From an optimization exercise on the open Yosys and OpenROAD flow, aimed at small area; shortcuts taken in it are not production practice. Where RTL was checked, it was by simulation tests only, not by an equivalence proof against the original. Only the layout flow was run in runs 2 to 4; the RTL was not checked for function there. Power is estimated from default activity; no workload was simulated.

`flow/design.v`:
```
package keccak_pkg;
    localparam int LANE_W     = 64;
    localparam int STATE_W    = 1600;
    localparam int RATE       = 1088;
    localparam int RATE_WORDS = RATE / LANE_W;
    function automatic integer lane_slot(input integer i);
        lane_slot = 24 - 5 * (i % 5) - (i / 5);
    endfunction
    typedef enum logic [1:0] {
        SQ_IDLE      = 2'd0,
        SQ_STREAM    = 2'd1,
        SQ_WAIT_PERM = 2'd2
    } sq_state_e;
endpackage
import keccak_pkg::*;
module keccak_lane_unmap
(
    input  logic [STATE_W-1:0] state_in,
    output logic [RATE-1:0]    rate_out
);
    for (genvar i = 0; i < RATE_WORDS; i++) begin : g_word
        localparam int SLOT = 24 - 5 * (i % 5) - (i / 5);
        assign rate_out[i*LANE_W +: LANE_W] = state_in[SLOT*LANE_W +: LANE_W];
    end
    logic unused_capacity;
    assign unused_capacity = ^state_in;
endmodule
import keccak_pkg::*;
module keccak_squeeze
#(
    parameter int OUT_WORDS = 40
) (
    input  logic                clk,
    input  logic                rst_n,
    input  logic                start,
    input  logic [STATE_W-1:0]  state_in,
    output logic                perm_req,
    input  logic                perm_done,
    output logic [LANE_W-1:0]   dout,
    output logic                dout_valid,
    input  logic                dout_ready,
    output logic                dout_last,
    output logic                busy,
    output logic                done
);
    localparam logic [7:0] LAST_CNT = 8'(OUT_WORDS - 1);
    localparam logic [4:0] LAST_IDX = 5'(RATE_WORDS - 1);
    keccak_pkg::sq_state_e state_q, state_d;
    logic [RATE-1:0] rate_vec;
    logic [RATE-1:0] buf_q;
    logic [4:0]      word_idx_q;
    logic [7:0]      out_cnt_q;
    logic            perm_req_q, done_q;
    logic            capture, handshake, is_last;
    keccak_lane_unmap u_unmap (
        .state_in (state_in),
        .rate_out (rate_vec)
    );
    assign dout_valid = (state_q == SQ_STREAM);
    assign handshake  = dout_valid & dout_ready;
    assign is_last    = (out_cnt_q == LAST_CNT);
    assign dout       = dout_valid ? buf_q[word_idx_q*LANE_W +: LANE_W] : '0;
    assign dout_last  = dout_valid & is_last;
    assign busy       = (state_q != SQ_IDLE);
    assign perm_req   = perm_req_q;
    assign done       = done_q;
    always_ff @(posedge clk or negedge rst_n) begin
        if (!rst_n) begin
            state_q <= SQ_IDLE;
        end else begin
            state_q <= state_d;
        end
    end
    always_comb begin
        state_d = state_q;
        capture = 1'b0;
        case (state_q)
            SQ_IDLE: begin
                if (start) begin
                    state_d = SQ_STREAM;
                    capture = 1'b1;
                end
            end
            SQ_STREAM: begin
                if (handshake) begin
                    if (is_last) begin
                        state_d = SQ_IDLE;
                    end else if (word_idx_q == LAST_IDX) begin
                        state_d = SQ_WAIT_PERM;
                    end
                end
            end
            SQ_WAIT_PERM: begin
                if (perm_done) begin
                    state_d = SQ_STREAM;
                    capture = 1'b1;
                end
            end
            default: state_d = SQ_IDLE;
        endcase
    end
    always_ff @(posedge clk or negedge rst_n) begin
        if (!rst_n) begin
            buf_q      <= '0;
            word_idx_q <= '0;
            out_cnt_q  <= '0;
            perm_req_q <= 1'b0;
            done_q     <= 1'b0;
        end else begin
            perm_req_q <= handshake & ~is_last & (word_idx_q == LAST_IDX);
            done_q     <= handshake & is_last;
            if (capture) begin
                buf_q      <= rate_vec;
                word_idx_q <= '0;
            end else if (handshake) begin
                word_idx_q <= word_idx_q + 5'd1;
            end
            if (state_q == SQ_IDLE && start) begin
                out_cnt_q <= '0;
            end else if (handshake) begin
                out_cnt_q <= out_cnt_q + 8'd1;
            end
        end
    end
endmodule
```
`flow/run.sh`:
```
#!/bin/bash
# synth_recipe.tcl (not shown) runs the flow's synth.tcl, then flattens the netlist and writes it again
# the make line also repeats each setting of config.mk as NAME=value (left out here)
make -C /OpenROAD-flow-scripts/flow DESIGN_CONFIG=/design/flow/config.mk WORK_HOME=/design/flow/orfs CLKGATE_MAP_FILE= SYNTH_SCRIPT=/design/flow/synth_recipe.tcl finish
```
`flow/config.mk`:
```
export PLATFORM = sky130hd
export DESIGN_NAME = keccak_squeeze
export DESIGN_NICKNAME = keccak_squeeze
export VERILOG_FILES = /design/flow/design.v
export SDC_FILE = /design/flow/constraint.sdc
export NUM_CORES = 4
export LEC_CHECK = 0
export CAP_MARGIN = 20
export CORE_AREA = 10 10 590 590
export DIE_AREA = 0 0 600 600
export SLEW_MARGIN = 20
```
`flow/constraint.sdc`:
```
create_clock -name core_clock -period 6.0 [get_ports {clk}]
set_input_delay 1.2000 -clock core_clock [delete_from_list [all_inputs] [get_ports {clk}]]
set_output_delay 1.2000 -clock core_clock [all_outputs]
set_load 0.01 [all_outputs]
```
==> out/qor.yml, run 1 <==
grt:
  track_usage_pct: 15.4
  antenna_found_initial: 209
  grt.overflow.total: 0
  grt_max_degree: 171
  grt_pass1_vias: 45204
  grt_pass1_wl_um: 384000
sta:
  worst_pin_slew_ns: 1.07
  finalSetupTns_ns: 0
  hold_viol: 0
  finClkSkew_ns: 0.0572
  drv_slew: 0
  maxSlewHeadroom_pct: 29.0
  finalCritPeriodShare_pct: 95.7
  max_freq_ghz: 0.174
  finalSetupViolations: 0
  min_period_ns: 5.74
  setup_ws_ns: 0.259
  rsz0062_at_grt: "no"
  hold_ws_ns: 0.268
yosys:
  syn_area_mm2: 0.0500
  yosys.area.top_type_share_pct: 55.3
  ys.flop_type: "dfrtp_1"
  synthCells: 5785
  synth.area.top_cells: "dfrtp_1 55%, nand2_1 25%, mux2i_1 10%"
  async_flop_share_pct: 100
  synth-edff-count: 0
  synth_nets: 7393
  ys_ff_latch: 1105
  synth_area_leader_cell: "dfrtp_1"
  synth_cell_types: 44
  syn_area_per_cell_um2: 8.65
  yosys_warnings: 1
  ys_seq_area_share_pct: 55.3
worst_setup_path:
  path_cells: "or3b_2 -> buf_4 -> o22ai_1 -> nor4_1 -> o21ai_0 -> clkdlybuf4s50_1"
  start_kind: "register"
  end_kind: "output port"
  slowest_delay_ns: 0.82
  crit_path_top_delay_cell: "o22ai_1"
  criticalPathCategory: "reg2out"
  worstPathArrival_ns: 4.54
  cp.required_ns: 4.80
  crit_buf_inv: 2
  cp_max_fo: 29
  crit_family: "compound AO/OA/AOI/OAI gates"
outcome:
  status: "complete, no violations"
place:
  routabilityCongestion: 0.889
  pre_cts_ws_ns: 1.09
  port_buffers: 1161
  dp.final_hpwl_um: 230000
route:
  first_pass_iters: 5
  antenna_left: 0
  via_count: 45814
  drc: 0
  drt_wl_total_um: 292000
  avgViaCountPerCell: 4.00
  wl_per_cell_um: 25.5
  drtIter0Drc: 4390
power:
  p_per_area_mw_per_mm2: 507
  p_comb_share_pct: 38.8
  p_sw_share_pct: 40.2
  power.switching_mw: 14.8
  power.total_mw: 36.7
  seqPwrFrac_pct: 36.0
  peakVddDrop_mv: 0.261
  leakagePower_nw: 33.8
  clkPwrFrac_pct: 25.1
  p_int_mw: 22.0
clocking:
  ctsResizeCount: 0
  root_buffer: "clkbuf_16"
  cts_num_sinks: 1105
  numCtsBuffers: 147
  cts_hold_buf: 0
  htreeDepth: 4
  cts_setup_buffers: 0
  cts_tree: "yes"
  path_clk_slew_ns: 0.06
  clk_path_buf_depth: 4
  clkLatencyLatePin_ns: 0.84
floorplan:
  start_util_pct: 15.0
  die_h_um: 600
  dieArea_mm2: 0.360
  pin_count: 1674
  die_w_um: 600
  rows: 212
  core_mm2: 0.334
min_path:
  holdCritPathClass: "in2async"
final_layout:
  final_cell_mix: "3330 x nand2_1, 1158 x clkdlybuf4s50_1, 1103 x dfrtp_1"
  layout-drive-gt1-share_pct: 5.85
  nets: 8479
  final_common_cell: "nand2_1"
  fill_cells: 36825
  multi_input_area_mm2: 0.0208
  regArea_mm2: 0.0277
  area_delta_synth_final_pct: 44.6
job:
  maxCapViolCount: 0
## synthesized netlist by cell type, drive strengths merged (5+ instances only)
library cell  instances
inv                   6
nor2                 15
o21ai                45
nand3b                6
a21oi                 5
nand2              3330
dfrtp              1105
a22oi               106
mux4                  5
nand3                37
buf                 155
clkbuf              216
mux2i               505
o22ai               144
a32oi                27
nor4                 40
## metrics by stage
step           utilization [%]  instances  cell area (um^2)
5_1_grt                   21.6      11439             72300
2_1_floorplan                -       5785             50000
4_1_cts                   21.6      11362             72100
6_report                  21.6      11462             72400
3_3_place_gp              20.1      11109             67100
3_5_place_dp              20.1      11109             67100
## flip-flops by register name (all words and copies together) (netlist names)
| name | count |
|---|---|
| state_q | 2 |
| done_q | 1 |
| word_idx_q | 5 |
| out_cnt_q | 8 |
| perm_req_q | 1 |
| buf_q | 1088 |
## metal layers
layer | global-route usage, % | share of wire, % | vias up
met5 | 0 | 0.21 | -
met4 | 7.35 | 4.8 | 102
met3 | 5.40 | 9.4 | 589
met2 | 23.4 | 44 | 1882
met1 | 19.4 | 41 | 22396
li1 | - | - | 20845
## worst paths after layout
path	start	to	slack, ns	depth (start not counted)
max	word_idx_q[0]	dout[13]	0.26	6
min	rst_n	buf_q[597]	0.27	1
max reg2reg	state_q[1]	buf_q[805]	3.13	5
min reg2reg	buf_q[94]	buf_q[94]	0.47	2
max in group asynchronous	rst_n	word_idx_q[1]	4.19	2
min in group core_clock	buf_q[94]	buf_q[94]	0.47	2
## power groups by stage
stage | clock, mW | sequential (mW) | combinational [mW]
final | 9.23 | 13.2 | 14.3
after global routing | 9.73 | 13.6 | 15.6
after CTS | 9.47 | 13.2 | 14.5
after detailed placement | 0 | 13.3 | 14.4
after global placement | 0 | 13.2 | 14.3
after floorplan | 0 | 12.3 | 7.72
## area by class of cell
type	count	share of cell area (%)
antenna	100	0.346
timing repair buffer	1308	18.2
sequential	1105	38.2
clock inverter	54	1.08
tap	4387	7.59
multi-input combinational	4303	28.7
inverter	6	0.0311
clock buffer	199	5.77
## cell families after synthesis
group,share of synthesized area [%]
adder cells (fa/ha/maj),0.0750
multiplexers,10.4
XOR/XNOR,0.0876
AO/OA/AOI/OAI,4.47
AND/OR/NAND/NOR,26.4
flip-flops,55.3
buffers and inverters,3.32
## worst register-to-register path, cell delays in order (launching register included)
cell and delay, ns:
dfrtp_1 0.56, mux2i_1 0.38, or2_4 0.79, buf_12 0.65, nand2_1 0.31, nand2_1 0.10
==> run 2: changes to the inputs <==
==> flow/design.v (replaced) <==
package keccak_pkg;
    localparam int LANE_W     = 64;
    localparam int STATE_W    = 1600;
    localparam int RATE       = 1088;
    localparam int RATE_WORDS = RATE / LANE_W;
    function automatic integer lane_slot(input integer i);
        lane_slot = 24 - 5 * (i % 5) - (i / 5);
    endfunction
    typedef enum logic [1:0] {
        SQ_IDLE      = 2'd0,
        SQ_STREAM    = 2'd1,
        SQ_WAIT_PERM = 2'd2
    } sq_state_e;
endpackage
import keccak_pkg::*;
module keccak_lane_unmap
(
    input  logic [STATE_W-1:0] state_in,
    output logic [RATE-1:0]    rate_out
);
    for (genvar i = 0; i < RATE_WORDS; i++) begin : g_word
        localparam int SLOT = 24 - 5 * (i % 5) - (i / 5);
        assign rate_out[i*LANE_W +: LANE_W] = state_in[SLOT*LANE_W +: LANE_W];
    end
    logic unused_capacity;
    assign unused_capacity = ^state_in;
endmodule
import keccak_pkg::*;
module keccak_squeeze
#(
    parameter int OUT_WORDS = 40
) (
    input  logic                clk,
    input  logic                rst_n,
    input  logic                start,
    input  logic [STATE_W-1:0]  state_in,
    output logic                perm_req,
    input  logic                perm_done,
    output logic [LANE_W-1:0]   dout,
    output logic                dout_valid,
    input  logic                dout_ready,
    output logic                dout_last,
    output logic                busy,
    output logic                done
);
    localparam int LAST_BLK = (OUT_WORDS - 1) / RATE_WORDS;
    localparam int LAST_WRD = (OUT_WORDS - 1) % RATE_WORDS;
    localparam int BLK_W    = (LAST_BLK > 0) ? $clog2(LAST_BLK + 1) : 1;
    logic [RATE-1:0]       rate_vec;
    logic [RATE-1:0]       buf_q;
    logic [RATE_WORDS-1:0] sel_q;
    logic [BLK_W-1:0]      blk_q;
    logic                  busy_q, wait_q, perm_req_q, done_q;
    logic                  cap_start, cap_perm, load, handshake, last_blk, is_last;
    keccak_lane_unmap u_unmap (
        .state_in (state_in),
        .rate_out (rate_vec)
    );
    assign cap_start  = ~busy_q & start;
    assign cap_perm   = wait_q & perm_done;
    assign dout_valid = busy_q & ~wait_q;
    assign handshake  = dout_valid & dout_ready;
    assign last_blk   = (blk_q == BLK_W'(LAST_BLK));
    assign is_last    = sel_q[LAST_WRD] & last_blk;
    assign dout_last  = is_last;
    assign busy       = busy_q;
    assign perm_req   = perm_req_q;
    assign done       = done_q;
    always_comb begin
        dout = '0;
        for (int i = 0; i < RATE_WORDS; i++)
            dout = dout | (buf_q[i*LANE_W +: LANE_W] & {LANE_W{sel_q[i]}});
    end
    assign load = ~busy_q | cap_perm;
    always_ff @(posedge clk) begin
        if (load) buf_q <= rate_vec;
    end
    always_ff @(posedge clk) begin
        if (cap_start)     blk_q <= '0;
        else if (cap_perm) blk_q <= blk_q + 1'b1;
    end
    always_ff @(posedge clk or negedge rst_n) begin
        if (!rst_n) begin
            sel_q      <= '0;
            busy_q     <= 1'b0;
            wait_q     <= 1'b0;
            perm_req_q <= 1'b0;
            done_q     <= 1'b0;
        end else begin
            perm_req_q <= handshake & sel_q[RATE_WORDS-1] & ~is_last;
            done_q     <= handshake & is_last;
            if (cap_start | cap_perm) begin
                sel_q <= RATE_WORDS'(1);
            end else if (handshake) begin
                sel_q <= is_last ? '0 : {sel_q[RATE_WORDS-2:0], 1'b0};
            end
            if (cap_start)
                busy_q <= 1'b1;
            else if (handshake & is_last)
                busy_q <= 1'b0;
            if (cap_perm)
                wait_q <= 1'b0;
            else if (handshake & sel_q[RATE_WORDS-1] & ~is_last)
                wait_q <= 1'b1;
        end
    end
endmodule
--- a/flow/config.mk
+++ b/flow/config.mk
@@ -8,4 +8,4 @@
 export CAP_MARGIN = 20
-export CORE_AREA = 10 10 590 590
-export DIE_AREA = 0 0 600 600
+export CORE_AREA = 4 4 276 276
+export DIE_AREA = 0 0 280 280
 export SLEW_MARGIN = 20
==> run 2 against run 1 <==
  * The flow now stops in 3_2_place_iop
  * Synthesized area fell by 21%
  * Synthesized cell count fell by 66%
==> out/qor.yml, run 2 <==
yosys:
  synth.area.top_cells: "edfxtp_1 83%, a22oi_1 4.9%, a221oi_1 2.3%"
  synth-edff-count: 1088  # +1088
  syn_area_per_cell_um2: 20.0  # +130%
  async_flop_share_pct: 1.89  # -98 points
  synth_nets: 3583  # -52%
  yosys.area.top_type_share_pct: 82.8  # +28 points
  ys.flop_type: "edfxtp_1"
  synth_common_cells: "1088 x edfxtp_1, 256 x a22oi_1, 102 x a221oi_1"
  ys_ff_latch: 1111  # +0.54%
  syn_area_mm2: 0.0395  # -21%
  yosysMostFrequentCell: "edfxtp_1"
  synthCells: 1977  # -66%
  yosys_warnings: 1  # unchanged
  ys_seq_area_share_pct: 84.2  # +29 points
  synth_cell_types: 28  # -36%
  synth_area_leader_cell: "edfxtp_1"
floorplan:
  die_h_um: 280  # -53%
  die_w_um: 280  # -53%
  rows: 99  # -53%
  start_util_pct: 53.9  # +39 points
outcome:
  toolErrorMsg: "[ERROR PPL-0024] Number of IO pins (1674) exceeds maximum number of available positions (1010). Increase the die perimeter from 1120.00um to 2276.64um."
  lastStage: "3_2_place_iop"
  status: "stopped before the end"
run 2: changes by cell type after synthesis, sizes merged, moves of 150 or more:
cell    change
nand2    -3264
edfxtp   +1088
a22oi     +150
dfrtp    -1084
clkbuf    -174
mux2i     -505
run 2: cell families after synthesis:
kind of cell,count (synthesis),synth area share [%]
compound gates,533,11.6
xor+xnor,1,0.0222
fa+ha+maj,1,0.0317
buf+inv,123,1.49
flops,1111,84.2
simple gates,208,2.64
==> run 3: changes to the inputs <==
--- a/flow/config.mk
+++ b/flow/config.mk
@@ -8,4 +8,4 @@
 export CAP_MARGIN = 20
-export CORE_AREA = 4 4 276 276
-export DIE_AREA = 0 0 280 280
+export CORE_AREA = 4 4 1096 76
+export DIE_AREA = 0 0 1100 80
 export SLEW_MARGIN = 20
==> run 3 against run 2 <==
  * Now clean on timing, DRC and antenna
  * Synthesized cell count stayed put
  * Synthesized area stayed put
==> out/qor.yml, run 3 <==
floorplan:
  pin_count: 1674
  core_mm2: 0.0742
  start_util_pct: 53.2  # -0.74 points
  die_w_um: 1100  # +290%
  dieArea_mm2: 0.0880
  die_h_um: 80  # -71%
  rows: 25  # -75%
route:
  drt_wl_total_um: 139000
  drc: 0
  antenna_left: 0
  drtIter0Drc: 3938
  wl_per_cell_um: 32.6
  via_count: 26242
  first_pass_iters: 6
  avgViaCountPerCell: 6.17
yosys:
  synth_common_cells: "1088 x edfxtp_1, 256 x a22oi_1, 102 x a221oi_1"
  yosys_warnings: 1  # unchanged
  ys_ff_latch: 1111  # unchanged
  synth_area_leader_cell: "edfxtp_1"
  synth_cell_types: 28  # unchanged
  yosysMostFrequentCell: "edfxtp_1"
  ys_seq_area_share_pct: 84.2  # unchanged
  async_flop_share_pct: 1.89  # unchanged
  yosys.area.top_type_share_pct: 82.8  # unchanged
  synthCells: 1977  # unchanged
  synth_nets: 3583  # unchanged
  synth-edff-count: 1088  # unchanged
  synth.area.top_cells: "edfxtp_1 83%, a22oi_1 4.9%, a221oi_1 2.3%"
  ys.flop_type: "edfxtp_1"
  syn_area_mm2: 0.0395  # unchanged
  syn_area_per_cell_um2: 20.0  # unchanged
place:
  port_buffers: 1161
  dp.final_hpwl_um: 104000
  pre_cts_ws_ns: 2.06
  routabilityCongestion: 0.850
  dp_cells: 4146
worst_setup_path:
  r2r_setup_slack_ns: 3.51
  crit_path_end: "dout[25]"
  cp.required_ns: 4.80
  end_kind: "output port"
  r2r_end: "buf_q[928]"
  crit_start: "sel_q[1]"
  criticalPathCategory: "reg2out"
  cp_max_fo: 42
  r2r_start: "wait_q"
  worstPathArrival_ns: 3.61
  start_kind: "register"
  rr_worst_depth: 3
power:
  leakagePower_nw: 17.6
  peakVddDrop_mv: 0.304
  p_per_area_mw_per_mm2: 333
grt:
  grt_max_degree: 118
  antenna_found_initial: 25
  grt_pass1_vias: 25225
  grt_pass1_wl_um: 189000
  track_usage_pct: 31.1
  grt.overflow.total: 0
final_layout:
  regMostFlops: "buf_q"
  fill_cells: 4691
  nets: 4745
  reg_top3: "buf_q x1088, sel_q x17, blk_q x2"
  final_cell_mix: "1161 x clkdlybuf4s50_1, 1088 x edfxtp_1, 256 x a22oi_1"
  final_common_cell: "clkdlybuf4s50_1"
  largest_reg_flops: 1088
  layout-drive-gt1-share_pct: 6.25
  stdcell_count: 4254
  area_delta_synth_final_pct: 37.9
sta:
  worst_pin_slew_ns: 1.13
  finalCritPeriodShare_pct: 80.2
  finalSetupTns_ns: 0
  finalSetupViolations: 0
  min_period_ns: 4.81
  max_freq_ghz: 0.208
  maxSlewHeadroom_pct: 24.4
  drv_slew: 0
  setup_ws_ns: 1.19
  hold_viol: 0
  hold_ws_ns: 0.536
  finClkSkew_ns: 0.0201
  rsz0062_at_grt: "no"
clocking:
  numCtsBuffers: 57
  cts_hold_buf: 0
  clk_path_buf_depth: 3
  cts_num_sinks: 1111
  path_clk_slew_ns: 0.11
  cts_setup_buffers: 0
  ctsResizeCount: 0
  clkLatencyLatePin_ns: 0.73
  htreeDepth: 2
  root_buffer: "clkbuf_16"
  cts_tree: "yes"
job:
  maxCapViolCount: 0
min_path:
  holdCritPathClass: "reg2reg"
outcome:
  status: "complete, no violations"
==> run 3: worst max-delay path: stages (launching register included) <==
cell and delay, ns:
dfrtp_4 0.77, buf_4 0.38, a22o_1 0.26, a221oi_1 0.50, and3_1 0.26, nand3_1 0.08
clkdlybuf4s50_1 0.55
==> run 3: how the worst min path moves through the flow <==
stage / start / end / slack (ns) / cells after the start
final: blk_q[1] / blk_q[1] / 0.54 / 2
after global routing: blk_q[1] / blk_q[1] / 0.58 / 2
after CTS: blk_q[1] / blk_q[1] / 0.54 / 2
after detailed placement: blk_q[1] / blk_q[1] / 0.52 / 2
after global placement: blk_q[1] / blk_q[1] / 0.49 / 2
after floorplan: blk_q[1] / blk_q[1] / 0.46 / 2
==> run 3: logic make-up after synthesis <==
logic type | count (synthesis) | synth area share [%]
compound gates | 533 | 11.6
xor+xnor | 1 | 0.0222
simple gates | 208 | 2.64
fa+ha+maj | 1 | 0.0317
buf+inv | 123 | 1.49
flops | 1111 | 84.2
==> run 3: layout make-up <==
type | count | area [um^2] | share of cell area, %
Clock buffer | 68 | 1500 | 2.75
Antenna cell | 5 | 12.5 | 0.0230
Tap cell | 1066 | 1330 | 2.45
Sequential cell | 1111 | 33300 | 61.2
Timing Repair Buffer | 1224 | 12200 | 22.4
Inverter | 2 | 7.51 | 0.0138
Multi-Input combinational cell | 743 | 5660 | 10.4
Clock inverter | 35 | 410 | 0.754
==> run 3: per-stage QoR <==
step           power, mW  util, %  instance area (um^2)
6_report            18.1     73.3                 54400
5_1_grt             18.8     73.3                 54400
4_1_cts             18.2     73.3                 54400
3_5_place_dp        13.2     70.7                 52500
3_3_place_gp        13.2     70.7                 52500
2_1_floorplan       10.8        -                 39500
==> run 3: report_power, final <==
part	internal, mW	switching, mW	total (mW)
Clock	2.20	2.84	5.04
Combinational	2.08	1.79	3.86
Sequential	8.89	0.341	9.23
==> run 3: routing by layer <==
metal	part of all wire, %	vias up	track usage (%)	wire length (um)
li1	-	10745	-	-
met1	45	13887	49.1	63000
met2	42	1442	43.6	58200
met3	12	132	9.30	16200
met4	0.67	36	2.42	930
met5	0.18	-	0	245
==> run 4: changes to the inputs <==
==> flow/flow/run.sh (new file) <==
#!/bin/bash
set -euo pipefail
bash standard.sh "BUFFER_PORTS_ARGS=-buffer_cell sky130_fd_sc_hd__buf_1" finish > standard_flow.log 2>&1
==> flow/standard.sh (new file) <==
#!/bin/bash
# synth_recipe.tcl (not shown) runs the flow's synth.tcl, then flattens the netlist and writes it again
# the make line also repeats each setting of config.mk as NAME=value (left out here)
make -C /OpenROAD-flow-scripts/flow DESIGN_CONFIG=/design/flow/config.mk WORK_HOME=/design/flow/orfs CLKGATE_MAP_FILE= SYNTH_SCRIPT=/design/flow/synth_recipe.tcl "${@:-finish}"
removed: flow/run.sh
==> run 4 against run 3 <==
  * Utilization shrank 9.7 points
  * Clock power up 0.8%
  * Combinational power decreased by 28%
  * Still clean on timing, DRC and antenna
  * Worst setup slack improved by 0.49 ns
  * Non-clock buffer count is 5 lower
  * Register-to-register slack improved by 0.07 ns
  * Maximum frequency grew 11%
  * Final area is 13% lower
  * Sequential cell count did not move
==> out/qor.yml, run 4 <==
place:
  pre_cts_ws_ns: 2.51  # +0.447 ns
  dpl_cell_area_mm2: 0.0452  # -14%
  routabilityCongestion: 0.848  # -0.21%
  dp.final_hpwl_um: 96400  # -7.2%
  port_buffers: 1161  # unchanged
floorplan:
  die_h_um: 80  # unchanged
  start_util_pct: 53.2  # unchanged
  dieArea_mm2: 0.0880  # unchanged
  die_w_um: 1100  # unchanged
  rows: 25  # unchanged
  pin_count: 1674  # unchanged
  core_mm2: 0.0742  # unchanged
grt:
  grt_max_degree: 142  # +20%
  grt_pass1_vias: 25730  # +2.0%
  track_usage_pct: 28.8  # -2.3 points
  antenna_found_initial: 20  # -20%
  grt.overflow.total: 0  # unchanged
  grt_pass1_wl_um: 178000  # -5.9%
clocking:
  clk_path_buf_depth: 3  # unchanged
  ctsResizeCount: 0  # unchanged
  cts_setup_buffers: 0  # unchanged
  numCtsBuffers: 57  # unchanged
  root_buffer: "clkbuf_16"
  path_clk_slew_ns: 0.10  # about the same
  cts_tree: "yes"
  clkLatencyLatePin_ns: 0.74  # about the same
  cts_num_sinks: 1111  # unchanged
  htreeDepth: 2  # unchanged
  cts_hold_buf: 0  # unchanged
power:
  power.total_mw: 17.1  # -5.9%
  peakVddDrop_mv: 0.237  # -22%
  p_per_area_mw_per_mm2: 362  # +8.5%
  leakagePower_nw: 14.5  # -18%
yosys:
  synth_common_cells: "1088 x edfxtp_1, 256 x a22oi_1, 102 x a221oi_1"
  synth_cell_types: 28  # unchanged
  yosys_warnings: 1  # unchanged
  synth-edff-count: 1088  # unchanged
  ys_ff_latch: 1111  # unchanged
  yosys.area.top_type_share_pct: 82.8  # unchanged
  yosysMostFrequentCell: "edfxtp_1"
  syn_area_mm2: 0.0395  # unchanged
  synthCells: 1977  # unchanged
  async_flop_share_pct: 1.89  # unchanged
  synth_nets: 3583  # unchanged
  ys_seq_area_share_pct: 84.2  # unchanged
  syn_area_per_cell_um2: 20.0  # unchanged
  synth.area.top_cells: "edfxtp_1 83%, a22oi_1 4.9%, a221oi_1 2.3%"
  synth_area_leader_cell: "edfxtp_1"
  ys.flop_type: "edfxtp_1"
job:
  maxCapViolCount: 0  # unchanged
sta:
  worst_pin_slew_ns: 1.04  # -0.0962 ns
  finalSetupViolations: 0  # unchanged
  setup_ws_ns: 1.67  # +0.487 ns
  min_period_ns: 4.33  # -0.487 ns
  drv_slew: 0  # unchanged
  maxSlewHeadroom_pct: 30.8  # +6.4 points
  max_freq_ghz: 0.231  # +11%
  hold_viol: 0  # unchanged
  finalSetupTns_ns: 0  # unchanged
  rsz0062_at_grt: "no"
  finalCritPeriodShare_pct: 72.1  # -8.1 points
  finClkSkew_ns: 0.0582  # +0.0381 ns
final_layout:
  fin_area_mm2: 0.0472  # -13%
  final_cell_mix: "1160 x buf_1, 1088 x edfxtp_1, 256 x a22oi_1"
  fill_cells: 5529  # +18%
  reg_top3: "buf_q x1088, sel_q x17, blk_q x2"
  regMostFlops: "buf_q"
  layout-drive-gt1-share_pct: 6.10  # -0.15 points
  fin_util_pct: 63.6  # -9.7 points
  nets: 4740  # -0.11%
  final_common_cell: "buf_1"
  area_delta_synth_final_pct: 19.6
  largest_reg_flops: 1088  # unchanged
route:
  first_pass_iters: 9  # +3
  drtIter0Drc: 3578  # -9.1%
  antenna_left: 0  # unchanged
  wl_per_cell_um: 30.3  # -6.9%
  drt_wl_total_um: 129000  # -7.0%
  avgViaCountPerCell: 6.07  # -1.7%
  via_count: 25789  # -1.7%
  drc: 0  # unchanged
worst_setup_path:
  criticalPathCategory: "reg2out"
  slowest_delay_ns: 0.81  # +0.04 ns
  end_kind: "output port"
  crit_buf_inv: 1  # -1
  crit_family: "compound AO/OA/AOI/OAI gates"
  cp.required_ns: 4.80  # about the same
  r2r_start: "wait_q"
  cp_max_fo: 39  # -7.1%
  crit_start: "sel_q[16]"
  crit_path_top_delay_cell: "a221oi_1"
  start_kind: "register"
  path_cells: "a22oi_1 -> nand2_1 -> a221oi_1 -> nand3_1 -> buf_1"
  worstPathArrival_ns: 3.13  # -0.48 ns
min_path:
  holdCritPathClass: "in2async"
outcome:
  status: "complete, no violations"
==> run 4: cell counts after synthesis <==
Identical to the previous run, type by type.
==> run 4: logic make-up (layout without fill, tap and decap cells) <==
kind of cell | Yosys count | count (layout) | synth area share, %
simple gates | 208 | 208 | 2.64
buf+inv | 123 | 1326 | 1.49
xor+xnor | 1 | 1 | 0.0222
fa+ha+maj | 1 | 1 | 0.0317
flops | 1111 | 1111 | 84.2
other cells | 0 | 5 | 0
compound gates | 533 | 533 | 11.6
==> run 4: final cells by class <==
class | count | area [um^2] | share of cell area, %
Inverter | 2 | 7.51 | 0.0159
Tap cell | 1066 | 1330 | 2.83
Timing Repair Buffer | 1219 | 4890 | 10.4
Sequential cell | 1111 | 33300 | 70.5
Antenna cell | 5 | 12.5 | 0.0265
Clock buffer | 69 | 1590 | 3.36
Multi-Input combinational cell | 743 | 5660 | 12.0
Clock inverter | 36 | 413 | 0.875
==> run 4: power breakdown <==
group | leakage [nW] | internal, mW | switching (mW)
clock | 0.976 | 2.30 | 2.77
combinational | 3.45 | 1.05 | 1.71
sequential | 10.1 | 8.89 | 0.336
==> run 4: per-stage QoR <==
step | hold WS, ns | instances
final | 0.487 | 4251
after global routing | 0.452 | 4247
after CTS | 0.523 | 4246
after detailed placement | 0.501 | 4141
after global placement | 0.486 | 4141
after floorplan | 0.459 | 1977
==> run 4: per-layer routing <==
metal	global-route usage, %	vias up	part of all wire [%]
met5	0	-	0.15
met4	2.74	30	0.80
met3	11.2	137	12
met2	40.7	1310	42
met1	43.3	13554	45
li1	-	10758	-
==> run 4: path summary, 6_finish.rpt <==
check                             to  slack [ns]  cells past startpoint
min in group core_clock     blk_q[1]        0.51                      2
max reg2reg                buf_q[84]        3.58                      4
max in group asynchronous   sel_q[1]        5.09                      1
max                         dout[23]        1.67                      5
min                           busy_q        0.49                      1
min reg2reg                 blk_q[1]        0.51                      2
==> run 5: changes to the inputs <==
--- a/flow/design.v
+++ b/flow/design.v
@@ -47,3 +47,3 @@
     localparam int LAST_WRD = (OUT_WORDS - 1) % RATE_WORDS;
-    localparam int BLK_W    = (LAST_BLK > 0) ? $clog2(LAST_BLK + 1) : 1;
+    localparam int BLK_W    = (LAST_BLK < 2) ? 1 : (LAST_BLK < 4) ? 2 : (LAST_BLK < 8) ? 3 : 4;
     logic [RATE-1:0]       rate_vec;
==> run 5 against run 4 <==
  * Still clean
  * Combinational power about the same
  * Synthesized cell count did not move
  * Die area unchanged
  * Total power unchanged
  * Clock power about the same
  * Cell count is the same
  * Worst setup slack stayed put
  * Routed wire length stayed put
  * Register-to-register slack barely moved
  * Worst hold slack did not move
  * Highest routed layer unchanged
==> out/qor.yml, run 5 <==
final_layout:
  fill_cells: 5529  # unchanged
  reg_top3: "buf_q x1088, sel_q x17, blk_q x2"
  area_delta_synth_final_pct: 19.6  # unchanged
  nets: 4740  # unchanged
  regMostFlops: "buf_q"
  layout-drive-gt1-share_pct: 6.10  # unchanged
  final_common_cell: "buf_1"
  final_cell_mix: "1160 x buf_1, 1088 x edfxtp_1, 256 x a22oi_1"
  largest_reg_flops: 1088  # unchanged
sta:
  setup_ws_ns: 1.67  # unchanged
  finalSetupViolations: 0  # unchanged
  max_freq_ghz: 0.231  # unchanged
  finalCritPeriodShare_pct: 72.1  # unchanged
  worst_pin_slew_ns: 1.04  # unchanged
  maxSlewHeadroom_pct: 30.8  # unchanged
  min_period_ns: 4.33  # unchanged
  finClkSkew_ns: 0.0582  # unchanged
  finalSetupTns_ns: 0  # unchanged
  rsz0062_at_grt: "no"
  drv_slew: 0  # unchanged
  hold_viol: 0  # unchanged
yosys:
  synth-edff-count: 1088  # unchanged
  synth_cell_types: 28  # unchanged
  synth_area_leader_cell: "edfxtp_1"
  syn_area_mm2: 0.0395  # unchanged
  synth_common_cells: "1088 x edfxtp_1, 256 x a22oi_1, 102 x a221oi_1"
  synth_top_family_by_area: "compound AO/OA/AOI/OAI gates"
  ys_ff_latch: 1111  # unchanged
  synthCells: 1977  # unchanged
  synth-xor-area-share_pct: 0.0222  # unchanged
  ys.flop_type: "edfxtp_1"
  yosys_warnings: 1  # unchanged
  synthSimpleGateAreaFrac_pct: 2.64  # unchanged
  async_flop_share_pct: 1.89  # unchanged
  synth_nets: 3583  # unchanged
  synth_compound_area_share_pct: 11.6  # unchanged
  syn_area_per_cell_um2: 20.0  # unchanged
  synth.mux.area_fraction_pct: 0  # unchanged
  yosys.area.top_type_share_pct: 82.8  # unchanged
  synth_fa_ha_area_share_pct: 0.0317  # unchanged
  synth.area.top_cells: "edfxtp_1 83%, a22oi_1 4.9%, a221oi_1 2.3%"
  yosysMostFrequentCell: "edfxtp_1"
  ys_seq_area_share_pct: 84.2  # unchanged
clocking:
  clk_path_buf_depth: 3  # unchanged
  cts_hold_buf: 0  # unchanged
  htreeDepth: 2  # unchanged
  path_clk_slew_ns: 0.10  # about the same
  ctsResizeCount: 0  # unchanged
  root_buffer: "clkbuf_16"
  clkLatencyLatePin_ns: 0.74  # about the same
  numCtsBuffers: 57  # unchanged
  cts_setup_buffers: 0  # unchanged
  cts_num_sinks: 1111  # unchanged
  cts_tree: "yes"
worst_setup_path:
  cp.required_ns: 4.80  # about the same
  slowest_delay_ns: 0.81  # about the same
  crit_buf_inv: 1  # unchanged
  worstPathArrival_ns: 3.13  # about the same
  crit_family: "compound AO/OA/AOI/OAI gates"
  path_cells: "a22oi_1 -> nand2_1 -> a221oi_1 -> nand3_1 -> buf_1"
  criticalPathCategory: "reg2out"
  end_kind: "output port"
  cp_max_fo: 39  # unchanged
  crit_path_top_delay_cell: "a221oi_1"
  start_kind: "register"
floorplan:
  pin_count: 1674  # unchanged
  start_util_pct: 53.2  # unchanged
  die_w_um: 1100  # unchanged
  rows: 25  # unchanged
  dieArea_mm2: 0.0880  # unchanged
  die_h_um: 80  # unchanged
  core_mm2: 0.0742  # unchanged
grt:
  grt_pass1_wl_um: 178000  # unchanged
  use_met1_pct: 43.3  # unchanged
  grt_use_met3_pct: 11.2  # unchanged
  track_usage_pct: 28.8  # unchanged
  top_usage_layer: "met1"
  use_met2_pct: 40.7  # unchanged
  grt.overflow.total: 0  # unchanged
  grt_pass1_vias: 25730  # unchanged
  grt_max_degree: 142  # unchanged
  antenna_found_initial: 20  # unchanged
job:
  maxCapViolCount: 0  # unchanged
route:
  drt_wl_total_um: 129000  # unchanged
  antenna_left: 0  # unchanged
  via_count: 25789  # unchanged
  drtIter0Drc: 3578  # unchanged
  drc: 0  # unchanged
  wl_per_cell_um: 30.3  # unchanged
  avgViaCountPerCell: 6.07  # unchanged
  first_pass_iters: 9  # unchanged
power:
  leakagePower_nw: 14.5  # unchanged
  peakVddDrop_mv: 0.237  # unchanged
  p_per_area_mw_per_mm2: 362  # unchanged
place:
  routabilityCongestion: 0.848  # unchanged
  pre_cts_ws_ns: 2.51  # unchanged
  dp.final_hpwl_um: 96400  # unchanged
  port_buffers: 1161  # unchanged
min_path:
  holdCritPathClass: "in2async"
outcome:
  status: "complete, no violations"
[run 5: cell counts after synthesis]
No cell type changed its count.
[run 5: per-stage QoR]
| stage | hold slack (ns) | utilization (%) | total power [mW] | std cells | cell area, um^2 |
|---|---|---|---|---|---|
| after floorplan | 0.459 | - | 10.8 | 1977 | 39500 |
| after global placement | 0.486 | 60.9 | 12.1 | 4141 | 45200 |
| after detailed placement | 0.501 | 60.9 | 12.2 | 4141 | 45200 |
| after CTS | 0.523 | 63.6 | 17.1 | 4246 | 47200 |
| after global routing | 0.452 | 63.6 | 17.8 | 4247 | 47200 |
| final | 0.487 | 63.6 | 17.1 | 4251 | 47200 |
[run 5: where the power goes]
part           total (mW)  internal, mW  switching, mW
Clock                5.08          2.30           2.77
Sequential           9.23          8.89          0.336
Combinational        2.77          1.05           1.71
[run 5: routing by layer]
layer	up-vias	share of wire [%]
met2	1310	42
met3	137	12
met5	-	0.15
li1	10758	-
met1	13554	45
met4	30	0.80
[run 5: cells by family (layout without fill, tap and decap cells)]
logic type	count (synthesis)	in the layout
and+or+nand+nor	208	208
other	0	5
adders and majority gates	1	1
DFF	1111	1111
buffers and inverters	123	1326
xor gates and xnor gates	1	1
AOI/OAI and AO/OA	533	533
[run 5: layout make-up]
cell class | instances | area (um^2) | area share (%)
Timing Repair Buffer | 1219 | 4890 | 10.4
Inverter | 2 | 7.51 | 0.0159
Tap cell | 1066 | 1330 | 2.83
Clock buffer | 69 | 1590 | 3.36
Multi-Input combinational cell | 743 | 5660 | 12.0
Clock inverter | 36 | 413 | 0.875
Antenna cell | 5 | 12.5 | 0.0265
Sequential cell | 1111 | 33300 | 70.5
[run 5: worst register-to-register path, cell delays in order (launching register included)]
cell and delay (ns):
dfrtp_1 0.43, nand2_2 0.15, nand2_8 0.61, buf_12 0.51, buf_12 0.39
[run 5: path summary, 6_finish.rpt]
kind | startpoint | endpoint | slack, ns | cells past startpoint
worst max-delay path | sel_q[16] | dout[23] | 1.67 | 5
worst min-delay path | rst_n | busy_q | 0.49 | 1
worst max register to register | wait_q | buf_q[84] | 3.58 | 4
worst min register to register | blk_q[1] | blk_q[1] | 0.51 | 2
max in group asynchronous | rst_n | sel_q[1] | 5.09 | 1
min in group core_clock | blk_q[1] | blk_q[1] | 0.51 | 2
==> run 6: changes to the inputs <==
==> flow/flow/run.sh (replaced) <==
#!/bin/bash
set -euo pipefail
bash standard.sh \
  "BUFFER_PORTS_ARGS=-buffer_cell sky130_fd_sc_hd__buf_1" \
  "CTS_ARGS=-sink_clustering_enable -repair_clock_nets -dont_use_dummy_load -buf_list {sky130_fd_sc_hd__clkbuf_4 sky130_fd_sc_hd__clkbuf_8}" \
  finish > standard_flow.log 2>&1
==> run 6 against run 5 <==
  * Clock skew fell by 0.0019 ns
  * Global-route usage rose by 0.50 points
  * Maximum frequency fell by 3.1%
  * Die area did not move
  * First-iteration DRC count fell by 5.4%
  * Still clean
  * Largest cell class unchanged
  * Critical path depth rose by 1
==> out/qor.yml, run 6 <==
outcome:
  status: "complete, no violations"
yosys:
  synth_nets: 3583  # unchanged
  synth.area.top_cells: "edfxtp_1 83%, a22oi_1 4.9%, a221oi_1 2.3%"
  yosys_warnings: 1  # unchanged
  synthCells: 1977  # unchanged
  synth_cell_types: 28  # unchanged
  ys_ff_latch: 1111  # unchanged
  ys_seq_area_share_pct: 84.2  # unchanged
  async_flop_share_pct: 1.89  # unchanged
  syn_area_per_cell_um2: 20.0  # unchanged
  synth_fa_ha_area_share_pct: 0.0317  # unchanged
  synthSimpleGateAreaFrac_pct: 2.64  # unchanged
  synth_common_cells: "1088 x edfxtp_1, 256 x a22oi_1, 102 x a221oi_1"
  synth-edff-count: 1088  # unchanged
  yosys.area.top_type_share_pct: 82.8  # unchanged
  synth_compound_area_share_pct: 11.6  # unchanged
  ys.flop_type: "edfxtp_1"
  synth.mux.area_fraction_pct: 0  # unchanged
  syn_area_mm2: 0.0395  # unchanged
  synth_area_leader_cell: "edfxtp_1"
  synth_top_family_by_area: "compound AO/OA/AOI/OAI gates"
  synth-xor-area-share_pct: 0.0222  # unchanged
  yosysMostFrequentCell: "edfxtp_1"
grt:
  use_met2_pct: 40.2  # -0.49 points
  grt_pass1_wl_um: 180000  # +1.2%
  antenna_found_initial: 28  # +40%
  grt_max_degree: 142  # unchanged
  grt.overflow.total: 0  # unchanged
  grt_pass1_vias: 25785  # +0.21%
  use_met1_pct: 44.3  # +1.0 points
  track_usage_pct: 29.3  # +0.50 points
  grt_use_met3_pct: 12.3  # +1.1 points
  top_usage_layer: "met1"
job:
  maxCapViolCount: 0  # unchanged
final_layout:
  regArea_mm2: 0.0333  # unchanged
  layout-drive-gt1-share_pct: 6.55  # +0.45 points
  final_common_cell: "buf_1"
  area_delta_synth_final_pct: 18.1
  fill_cells: 5603  # +1.3%
  reg_top3: "buf_q x1088, sel_q x17, blk_q x2"
  nets: 4785  # +0.95%
  largest_reg_flops: 1088  # unchanged
  regMostFlops: "buf_q"
  final_cell_mix: "1160 x buf_1, 1088 x edfxtp_1, 256 x a22oi_1"
  multi_input_area_mm2: 0.00566  # unchanged
worst_setup_path:
  crit_family: "flip-flops"
  worstPathArrival_ns: 3.27  # +0.14 ns
  crit_buf_inv: 2  # +1
  end_kind: "output port"
  cp_max_fo: 39  # unchanged
  start_kind: "register"
  cp.required_ns: 4.80  # about the same
  crit_path_top_delay_cell: "dfrtp_4"
  crit_start: "sel_q[1]"
  criticalPathCategory: "reg2out"
  r2r_start: "wait_q"
  slowest_delay_ns: 0.76  # -0.05 ns
  path_cells: "buf_4 -> a22o_1 -> a221oi_1 -> and3_1 -> nand3_1 -> buf_1"
floorplan:
  pin_count: 1674  # unchanged
  dieArea_mm2: 0.0880  # unchanged
  die_w_um: 1100  # unchanged
  start_util_pct: 53.2  # unchanged
  die_h_um: 80  # unchanged
  rows: 25  # unchanged
  core_mm2: 0.0742  # unchanged
route:
  drc: 0  # unchanged
  wl_per_cell_um: 30.8  # +1.5%
  via_count: 25854  # +0.25%
  drt_wl_total_um: 131000  # +1.5%
  antenna_left: 0  # unchanged
  first_pass_iters: 8  # -1
  drtIter0Drc: 3384  # -5.4%
  avgViaCountPerCell: 6.08  # +0.18%
clocking:
  clk_path_buf_depth: 4  # +1
  numCtsBuffers: 101  # +77%
  cts_setup_buffers: 0  # unchanged
  cts_hold_buf: 0  # unchanged
  root_buffer: "clkbuf_8"
  path_clk_slew_ns: 0.10  # about the same
  clkLatencyLatePin_ns: 0.89  # +0.15 ns
  ctsResizeCount: 0  # unchanged
  cts_num_sinks: 1111  # unchanged
  htreeDepth: 3  # +1
  cts_tree: "yes"
sta:
  hold_viol: 0  # unchanged
  worst_pin_slew_ns: 0.902  # -0.136 ns
  finalSetupTns_ns: 0  # unchanged
  hold_ws_ns: 0.265  # -0.222 ns
  finalCritPeriodShare_pct: 74.4  # +2.3 points
  max_freq_ghz: 0.224  # -3.1%
  finalSetupViolations: 0  # unchanged
  min_period_ns: 4.47  # +0.139 ns
  rsz0062_at_grt: "no"
  maxSlewHeadroom_pct: 39.9  # +9.0 points
  finClkSkew_ns: 0.0563  # -0.00190 ns
  drv_slew: 0  # unchanged
place:
  port_buffers: 1161  # unchanged
  dp.final_hpwl_um: 96400  # unchanged
  routabilityCongestion: 0.848  # unchanged
min_path:
  holdCritPathClass: "in2async"
power:
  p_per_area_mw_per_mm2: 351  # -3.0%
  leakagePower_nw: 14.2  # -1.7%
  peakVddDrop_mv: 0.164  # -31%
-- run 6: changes by cell type in the layout (fill, tap and decap cells not counted), moves of 8 or more --
cell,previous run,this run
clkbuf_8,1,101
clkbuf_16,62,0
clkinv_1,11,0
bufinv_16,9,0
clkinv_2,8,0
-- run 6: cells by family (layout without fill, tap and decap cells) --
kind of cell	Yosys count	count (layout)
xor+xnor	1	1
buf+inv	123	1323
simple gates	208	208
compound gates	533	533
other cells	0	11
fa+ha+maj	1	1
flops	1111	1111
-- run 6: stage by stage --
| step | util (%) | setup WS [ns] | total power, mW | cells | area (um^2) |
|---|---|---|---|---|---|
| detailed placement | 60.9 | 2.51 | 12.2 | 4141 | 45200 |
| global placement | 60.9 | 2.52 | 12.1 | 4141 | 45200 |
| finish | 62.8 | 1.53 | 16.3 | 4254 | 46600 |
| CTS | 62.8 | 1.47 | 16.4 | 4242 | 46600 |
| floorplan | - | 0.0135 | 10.8 | 1977 | 39500 |
| global route | 62.8 | 1.37 | 17.1 | 4249 | 46600 |
-- run 6: per-layer routing --
metal,vias up,wire (um)
li1,10786,-
met1,13562,59500
met2,1307,54000
met3,159,16100
met4,40,1030
met5,-,254
-- run 6: cell type report --
type	instances	area share [%]
timing repair buffer	1220	10.5
clock buffer	101	2.98
inverter	2	0.0161
tap	1066	2.86
sequential	1111	71.4
multi-input combinational	743	12.1
antenna	11	0.0590
-- run 6: path summary, 6_finish.rpt --
check | endpoint | slack [ns] | cells after the start
worst max-delay path | dout[25] | 1.53 | 6
max in group asynchronous | sel_q[12] | 5.30 | 1
worst min register to register | blk_q[1] | 0.51 | 2
worst max register to register | buf_q[276] | 3.53 | 4
worst min-delay path | sel_q[14] | 0.26 | 1
min in group core_clock | buf_q[597] | 0.43 | 1
-- run 6: power by group --
part           leakage (nW)  switching [mW]  internal [mW]
Sequential             10.1           0.338           8.89
Clock                 0.726            2.83           1.51
Combinational          3.45            1.72           1.06
==> run 7: changes to the inputs <==
--- a/flow/config.mk
+++ b/flow/config.mk
@@ -7,5 +7,5 @@
 export LEC_CHECK = 0
-export CAP_MARGIN = 20
+export CAP_MARGIN = 5
 export CORE_AREA = 4 4 1096 76
 export DIE_AREA = 0 0 1100 80
-export SLEW_MARGIN = 20
+export SLEW_MARGIN = 5
==> run 7 against run 6 <==
  * Largest cell class unchanged
  * Synthesized area unchanged
  * Critical path type unchanged
  * Non-clock buffer count unchanged
  * Sequential cell count unchanged
  * Largest power group unchanged
==> out/qor.yml, run 7 <==
clocking:
  clkLatencyLatePin_ns: 0.89  # about the same
  ctsResizeCount: 0  # unchanged
  path_clk_slew_ns: 0.10  # about the same
  cts_tree: "yes"
  htreeDepth: 3  # unchanged
  clk_path_buf_depth: 4  # unchanged
  cts_setup_buffers: 0  # unchanged
  cts_hold_buf: 0  # unchanged
  numCtsBuffers: 101  # unchanged
  root_buffer: "clkbuf_8"
  cts_num_sinks: 1111  # unchanged
yosys:
  synth_fa_ha_area_share_pct: 0.0317  # unchanged
  syn_area_per_cell_um2: 20.0  # unchanged
  synth_area_leader_cell: "edfxtp_1"
  yosysMostFrequentCell: "edfxtp_1"
  yosys_warnings: 1  # unchanged
  ys.flop_type: "edfxtp_1"
  ys_seq_area_share_pct: 84.2  # unchanged
  synth_top_family_by_area: "compound AO/OA/AOI/OAI gates"
  synth_compound_area_share_pct: 11.6  # unchanged
  synth-edff-count: 1088  # unchanged
  synth_nets: 3583  # unchanged
  ys_ff_latch: 1111  # unchanged
  synth_cell_types: 28  # unchanged
  synthSimpleGateAreaFrac_pct: 2.64  # unchanged
  yosys.area.top_type_share_pct: 82.8  # unchanged
  syn_area_mm2: 0.0395  # unchanged
  synthCells: 1977  # unchanged
  async_flop_share_pct: 1.89  # unchanged
  synth_common_cells: "1088 x edfxtp_1, 256 x a22oi_1, 102 x a221oi_1"
  synth-xor-area-share_pct: 0.0222  # unchanged
  synth.mux.area_fraction_pct: 0  # unchanged
  synth.area.top_cells: "edfxtp_1 83%, a22oi_1 4.9%, a221oi_1 2.3%"
final_layout:
  final_common_cell: "buf_1"
  final_cell_mix: "1161 x buf_1, 1088 x edfxtp_1, 256 x a22oi_1"
  largest_reg_flops: 1088  # unchanged
  reg_top3: "buf_q x1088, sel_q x17, blk_q x2"
  fill_cells: 5599  # -0.071%
  area_delta_synth_final_pct: 18.1  # about the same
  nets: 4785  # unchanged
  regMostFlops: "buf_q"
  layout-drive-gt1-share_pct: 6.52  # -0.031 points
place:
  port_buffers: 1161  # unchanged
  routabilityCongestion: 0.848  # unchanged
  pre_cts_ws_ns: 2.51  # unchanged
  dp.final_hpwl_um: 96400  # unchanged
power:
  clkPwrFrac_pct: 26.6  # about the same
  leakagePower_nw: 14.2  # about the same
  seqPwrFrac_pct: 56.5  # about the same
  p_int_mw: 11.5  # about the same
  power.switching_mw: 4.89  # about the same
  p_sw_share_pct: 29.9  # about the same
  p_comb_share_pct: 17.0  # about the same
  peakVddDrop_mv: 0.165  # +0.41%
  p_per_area_mw_per_mm2: 350  # about the same
sta:
  finalSetupTns_ns: 0  # unchanged
  drv_slew: 0  # unchanged
  finalCritPeriodShare_pct: 77.9  # +3.5 points
  worst_pin_slew_ns: 1.18  # +0.281 ns
  setup_ws_ns: 1.33  # -0.207 ns
  finClkSkew_ns: 0.0564  # +0.000128 ns
  finalSetupViolations: 0  # unchanged
  max_freq_ghz: 0.214  # -4.4%
  rsz0062_at_grt: "no"
  min_period_ns: 4.67  # +0.207 ns
  hold_viol: 0  # unchanged
  maxSlewHeadroom_pct: 21.2  # -19 points
worst_setup_path:
  r2r_setup_slack_ns: 3.52  # about the same
  r2r_start: "wait_q"
  worstPathArrival_ns: 3.47  # +0.20 ns
  cp.required_ns: 4.80  # about the same
  rr_worst_depth: 4  # unchanged
  end_kind: "output port"
  start_kind: "register"
  r2r_end: "buf_q[341]"
  cp_max_fo: 39  # unchanged
  criticalPathCategory: "reg2out"
outcome:
  status: "complete, no violations"
grt:
  grt_pass1_wl_um: 180000  # unchanged
  grt_pass1_vias: 25785  # unchanged
  track_usage_pct: 29.3  # unchanged
  grt_max_degree: 142  # unchanged
  grt.overflow.total: 0  # unchanged
  antenna_found_initial: 28  # unchanged
route:
  drtIter0Drc: 3365  # -0.56%
  first_pass_iters: 6  # -2
  antenna_left: 0  # unchanged
  drt_wl_total_um: 131000  # +0.10%
  avgViaCountPerCell: 6.07  # -0.18%
  via_count: 25808  # -0.18%
  drc: 0  # unchanged
  wl_per_cell_um: 30.8  # +0.10%
floorplan:
  dieArea_mm2: 0.0880  # unchanged
  rows: 25  # unchanged
  pin_count: 1674  # unchanged
  core_mm2: 0.0742  # unchanged
  die_w_um: 1100  # unchanged
  die_h_um: 80  # unchanged
  start_util_pct: 53.2  # unchanged
job:
  maxCapViolCount: 0  # unchanged
min_path:
  holdCritPathClass: "in2async"
-- run 7: cell counts after synthesis --
No cell type changed its count.
-- run 7: how the worst max path moves through the flow --
stage                     startpoint        to  slack [ns]  depth (start not counted)
after floorplan            perm_done  buf_q[0]        0.01                          2
after CTS                  sel_q[16]  dout[23]        1.47                          5
after detailed placement   sel_q[16]  dout[23]        2.51                          5
after global placement     sel_q[16]  dout[23]        2.52                          5
final                      sel_q[16]  dout[23]        1.33                          5
after global routing       sel_q[16]  dout[23]        1.20                          5
-- run 7: kinds of logic (layout without fill, tap and decap cells) --
| group | Yosys count | in the layout |
|---|---|---|
| AOI/OAI and AO/OA | 533 | 533 |
| and+or+nand+nor | 208 | 208 |
| other | 0 | 11 |
| xor gates and xnor gates | 1 | 1 |
| buffers and inverters | 123 | 1323 |
| adders and majority gates | 1 | 1 |
| DFF | 1111 | 1111 |
-- run 7: final cells by class --
class                   count  area [um^2]  share of cell area, %
flip-flops and latches   1111        33300                   71.4
multi-input cells         743         5660                   12.1
repair buffers           1220         4910                   10.5
clock buffers             101         1390                   2.98
well taps                1066         1330                   2.86
diodes                     11         27.5                 0.0590
inverters                   2         7.51                 0.0161
-- run 7: through the flow --
step                      area [um^2]  hold WS (ns)  std cells  power (mW)  util (%)
after global placement          45200         0.486       4141        12.1      60.9
after CTS                       46600         0.355       4242        16.4      62.8
after floorplan                 39500         0.459       1977        10.8         -
final                           46600         0.306       4254        16.3      62.8
after global routing            46600         0.236       4249        17.0      62.8
after detailed placement        45200         0.501       4141        12.2      60.9
-- run 7: layer usage --
layer	wire, um	track usage [%]
met1	59600	44.3
met2	54000	40.2
met3	16100	12.3
met4	1080	2.87
met5	253	0.690
-- run 7: worst max-delay path, cell delays in order, from the launching register on --
cell	delay [ns]
dfrtp_4	0.80
a22oi_1	0.29
nand2_1	0.08
a221oi_1	0.92
nand3_1	0.26
buf_1	0.21
-- run 7: power by group through the flow --
stage	Clock, mW	Sequential, mW	Combinational (mW)
after CTS	4.42	9.21	2.78
after global routing	4.82	9.25	2.98
final	4.34	9.23	2.77
after detailed placement	0	9.39	2.77
after global placement	0	9.37	2.75
after floorplan	0	9.20	1.62
==> run 8: changes to the inputs <==
--- a/flow/design.v
+++ b/flow/design.v
@@ -54,6 +54,6 @@
     logic                  cap_start, cap_perm, load, handshake, last_blk, is_last;
-    keccak_lane_unmap u_unmap (
-        .state_in (state_in),
-        .rate_out (rate_vec)
-    );
+    for (genvar i = 0; i < RATE_WORDS; i++) begin : g_word
+        localparam int SLOT = 24 - 5 * (i % 5) - (i / 5);
+        assign rate_vec[i*LANE_W +: LANE_W] = state_in[SLOT*LANE_W +: LANE_W];
+    end
     assign cap_start  = ~busy_q & start;
@@ -68,7 +68,16 @@
     assign done       = done_q;
-    always_comb begin
-        dout = '0;
-        for (int i = 0; i < RATE_WORDS; i++)
-            dout = dout | (buf_q[i*LANE_W +: LANE_W] & {LANE_W{sel_q[i]}});
+    localparam int GROUPS = (RATE_WORDS + 2) / 3;
+    logic [GROUPS*LANE_W-1:0] grp_n;
+    for (genvar g = 0; g < GROUPS; g++) begin : g_grp
+        localparam int N = (RATE_WORDS - 3 * g < 3) ? RATE_WORDS - 3 * g : 3;
+        keccak_sel_aoi #(.N(N)) u_aoi (
+            .words (buf_q[3*g*LANE_W +: N*LANE_W]),
+            .sel   (sel_q[3*g +: N]),
+            .y_n   (grp_n[g*LANE_W +: LANE_W])
+        );
     end
+    keccak_sel_nand #(.N(GROUPS)) u_nand (
+        .a_n (grp_n),
+        .y   (dout)
+    );
     assign load = ~busy_q | cap_perm;
@@ -107 +116,29 @@
 endmodule
+module keccak_sel_aoi
+#(
+    parameter int N = 3
+) (
+    input  logic [N*LANE_W-1:0] words,
+    input  logic [N-1:0]        sel,
+    output logic [LANE_W-1:0]   y_n
+);
+    always_comb begin
+        y_n = '1;
+        for (int k = 0; k < N; k++)
+            y_n = y_n & ~(words[k*LANE_W +: LANE_W] & {LANE_W{sel[k]}});
+    end
+endmodule
+module keccak_sel_nand
+#(
+    parameter int N = 6
+) (
+    input  logic [N*LANE_W-1:0] a_n,
+    output logic [LANE_W-1:0]   y
+);
+    always_comb begin
+        y = '1;
+        for (int k = 0; k < N; k++)
+            y = y & a_n[k*LANE_W +: LANE_W];
+        y = ~y;
+    end
+endmodule
--- a/flow/config.mk
+++ b/flow/config.mk
@@ -7,5 +7,6 @@
 export LEC_CHECK = 0
-export CAP_MARGIN = 5
+export CAP_MARGIN = 20
 export CORE_AREA = 4 4 1096 76
 export DIE_AREA = 0 0 1100 80
-export SLEW_MARGIN = 5
+export SLEW_MARGIN = 20
+export SYNTH_HIERARCHICAL = 1
==> run 8 against run 7 <==
  * Still clean
  * Register-to-register slack worse by 0.10 ns
  * Utilization down 0.72 points
  * Sequential share of layout area up 0.83 points
  * Combinational power down 5%
  * Routed wire length down 0.14%
  * Synthesized cell count down 8.0%
  * Critical path depth unchanged
  * Clock-buffer cell count down 1
  * Die area unchanged
  * Global-route usage down 0.087 points
  * Clock skew up 0.036 ns
  * Critical endpoint is now dout[10]
  * Largest power group unchanged
==> out/qor.yml, run 8 <==
clocking:
  ctsResizeCount: 0  # unchanged
  path_clk_slew_ns: 0.11  # about the same
  clkLatencyLatePin_ns: 0.92  # +0.03 ns
  cts_num_sinks: 1111  # unchanged
  cts_tree: "yes"
  numCtsBuffers: 100  # -0.99%
  root_buffer: "clkbuf_8"
  htreeDepth: 3  # unchanged
  cts_hold_buf: 0  # unchanged
  cts_setup_buffers: 0  # unchanged
  clk_path_buf_depth: 4  # unchanged
route:
  drc: 0  # unchanged
  first_pass_iters: 9  # +3
  drtIter0Drc: 4486  # +33%
  wl_per_cell_um: 32.1  # +4.3%
  via_count: 25370  # -1.7%
  avgViaCountPerCell: 6.23  # +2.7%
  drt_wl_total_um: 131000  # -0.14%
  antenna_left: 0  # unchanged
sta:
  finalCritPeriodShare_pct: 78.0  # +0.11 points
  worst_pin_slew_ns: 0.997  # -0.186 ns
  drv_slew: 0  # unchanged
  max_freq_ghz: 0.214  # -0.15%
  min_period_ns: 4.68  # +0.00687 ns
  finalSetupTns_ns: 0  # unchanged
  finalSetupViolations: 0  # unchanged
  hold_ws_ns: 0.223  # -0.0829 ns
  hold_viol: 0  # unchanged
  finClkSkew_ns: 0.0927  # +0.0363 ns
  maxSlewHeadroom_pct: 33.6  # +12 points
  rsz0062_at_grt: "no"
worst_setup_path:
  crit_buf_inv: 2  # +1
  crit_path_top_delay_cell: "dfrtp_4"
  slowest_delay_ns: 0.89  # -0.03 ns
  criticalPathCategory: "reg2out"
  end_kind: "output port"
  cp_max_fo: 34  # -13%
  crit_family: "flip-flops"
  cp.required_ns: 4.80  # about the same
  start_kind: "register"
  worstPathArrival_ns: 3.48  # about the same
  path_cells: "buf_4 -> a222oi_1 -> and4_1 -> nand3_1 -> buf_1"
floorplan:
  dieArea_mm2: 0.0880  # unchanged
  die_h_um: 80  # unchanged
  die_w_um: 1100  # unchanged
  start_util_pct: 53.4  # +0.24 points
  rows: 25  # unchanged
  core_mm2: 0.0742  # unchanged
  pin_count: 1674  # unchanged
final_layout:
  nets: 4605  # -3.8%
  regMostFlops: "buf_q"
  reg_top3: "buf_q x1088, sel_q x17, blk_q x2"
  layout-drive-gt1-share_pct: 7.57  # +1.1 points
  fin_util_pct: 62.1  # -0.72 points
  largest_reg_flops: 1088  # unchanged
  final_common_cell: "buf_1"
  final_cell_mix: "1160 x buf_1, 1088 x edfxtp_1, 320 x a222oi_1"
  area_delta_synth_final_pct: 16.3
yosys:
  synth-edff-count: 1088  # unchanged
  syn_area_mm2: 0.0396  # +0.45%
  synth_nets: 3424  # -4.4%
  synthCells: 1818  # -8.0%
  yosysMostFrequentCell: "edfxtp_1"
  synth_common_cells: "1088 x edfxtp_1, 320 x a222oi_1, 86 x buf_6"
  yosys_warnings: 10  # +9
  synth_cell_types: 26  # -7.1%
  synth.area.top_cells: "edfxtp_1 82%, a222oi_1 8.1%, buf_6 2.4%"
  syn_area_per_cell_um2: 21.8  # +9.2%
  synth_area_leader_cell: "edfxtp_1"
  yosys.area.top_type_share_pct: 82.4  # -0.37 points
  ys_seq_area_share_pct: 83.8  # -0.37 points
  ys_ff_latch: 1111  # unchanged
  ys.flop_type: "edfxtp_1"
  async_flop_share_pct: 1.89  # unchanged
grt:
  grt.overflow.total: 0  # unchanged
  grt_max_degree: 135  # -4.9%
  antenna_found_initial: 12  # -57%
  track_usage_pct: 29.2  # -0.087 points
  grt_pass1_vias: 25306  # -1.9%
  grt_pass1_wl_um: 179000  # -0.60%
place:
  port_buffers: 1161  # unchanged
  routabilityCongestion: 0.846  # -0.22%
  dp.final_hpwl_um: 92000  # -4.6%
job:
  maxCapViolCount: 0  # unchanged
power:
  p_per_area_mw_per_mm2: 355  # +1.2%
  leakagePower_nw: 13.6  # -4.6%
  peakVddDrop_mv: 0.190  # +15%
min_path:
  holdCritPathClass: "in2async"
outcome:
  status: "complete, no violations"
==> run 8: path summary, 6_finish.rpt <==
kind,start,end,slack (ns),cells past startpoint
worst max-delay path,sel_q[9],dout[10],1.32,5
worst min-delay path,rst_n,sel_q[7],0.22,1
worst max register to register,wait_q,buf_q[329],3.42,3
worst min register to register,blk_q[1],blk_q[1],0.53,2
max in group asynchronous,rst_n,sel_q[1],5.30,1
min in group core_clock,state_in[944],buf_q[176],0.42,1
==> run 8: cells by family (layout without fill, tap and decap cells) <==
family / count (synthesis) / in the layout / synth area share, %
adder cells (fa/ha/maj): 1 / 1 / 0.0316
other: 0 / 8 / 0
AO/OA/AOI/OAI: 405 / 405 / 10.3
buffers and inverters: 128 / 1307 / 3.00
flip-flops: 1111 / 1111 / 83.8
AND/OR/NAND/NOR: 172 / 172 / 2.77
XOR/XNOR: 1 / 1 / 0.0221
==> run 8: worst register-to-register path, cell delays in order, from the launching register on <==
cell and delay [ns]:
dfrtp_1 0.48, nand2_2 0.15, nand2_8 0.68, buf_12 0.62
==> run 8: cell type report <==
| type | count | area [um^2] |
|---|---|---|
| clock buffers | 100 | 1380 |
| well taps | 1066 | 1330 |
| flip-flops and latches | 1111 | 33300 |
| inverters | 3 | 11.3 |
| repair buffers | 1204 | 4810 |
| fillers | 5509 | 28100 |
| diodes | 8 | 20.0 |
| multi-input cells | 579 | 5240 |
==> run 8: through the flow <==
| stage | power, mW | setup WS (ns) | instance area (um^2) | std cells |
|---|---|---|---|---|
| after global routing | 17.0 | 1.23 | 46100 | 4066 |
| after floorplan | 11.0 | 0.0402 | 39700 | 1818 |
| final | 16.4 | 1.32 | 46100 | 4071 |
| after global placement | 12.1 | 2.45 | 44700 | 3962 |
| after detailed placement | 12.1 | 2.43 | 44700 | 3962 |
| after CTS | 16.4 | 1.37 | 46000 | 4062 |
==> run 8: report_power, final <==
group,internal (mW),switching [mW],total [mW]
clock,1.50,2.82,4.31
sequential,9.01,0.386,9.40
combinational,0.937,1.70,2.64
==> run 8: routing by layer <==
layer	vias to the layer above	track usage [%]	routed length, um
li1	10443	-	-
met1	13158	42.8	55900
met4	20	3.02	1060
met2	1621	40.7	54700
met3	128	13.4	19000
met5	-	0.690	196

## port drivers added, routing unchanged
Ports are ideal in the flow. The routed layouts listed here were re-timed in OpenROAD.
Step 1 (the two cells are an assumption about what drives the block):
set clk [get_ports {clk}]
set_driving_cell -lib_cell sky130_fd_sc_hd__clkbuf_16 $clk
set_driving_cell -lib_cell sky130_fd_sc_hd__buf_2 [delete_from_list [all_inputs] $clk]
Step 2, shift: input delay + t, output delay - t, t = (earliest + latest rising clock arrival at the registers) / 2. This alone moves slack from input paths to output paths.
Slacks: no drivers / after step 1 / after step 2; pairs: no drivers / after step 1.
run | shift t [ns] | slack for setup (ns) | worst setup path at the end
run 1 | 0.907 | 0.259 / 0.168 / 1.075 | register to output
run 3 | 0.808 | 1.186 / 1.093 / 1.902 | register to output
run 4 | 0.795 | 1.673 / 1.580 / 2.375 | register to output
run 5 | 0.795 | 1.673 / 1.580 / 2.375 | register to output
run 6 | 0.969 | 1.534 / 1.446 / 2.415 | register to output
run 7 | 0.969 | 1.327 / 1.239 / 2.208 | register to output
run 8 | 0.965 | 1.320 / 1.237 / 2.202 | register to output
After both steps setup and hold are still met in every run listed.
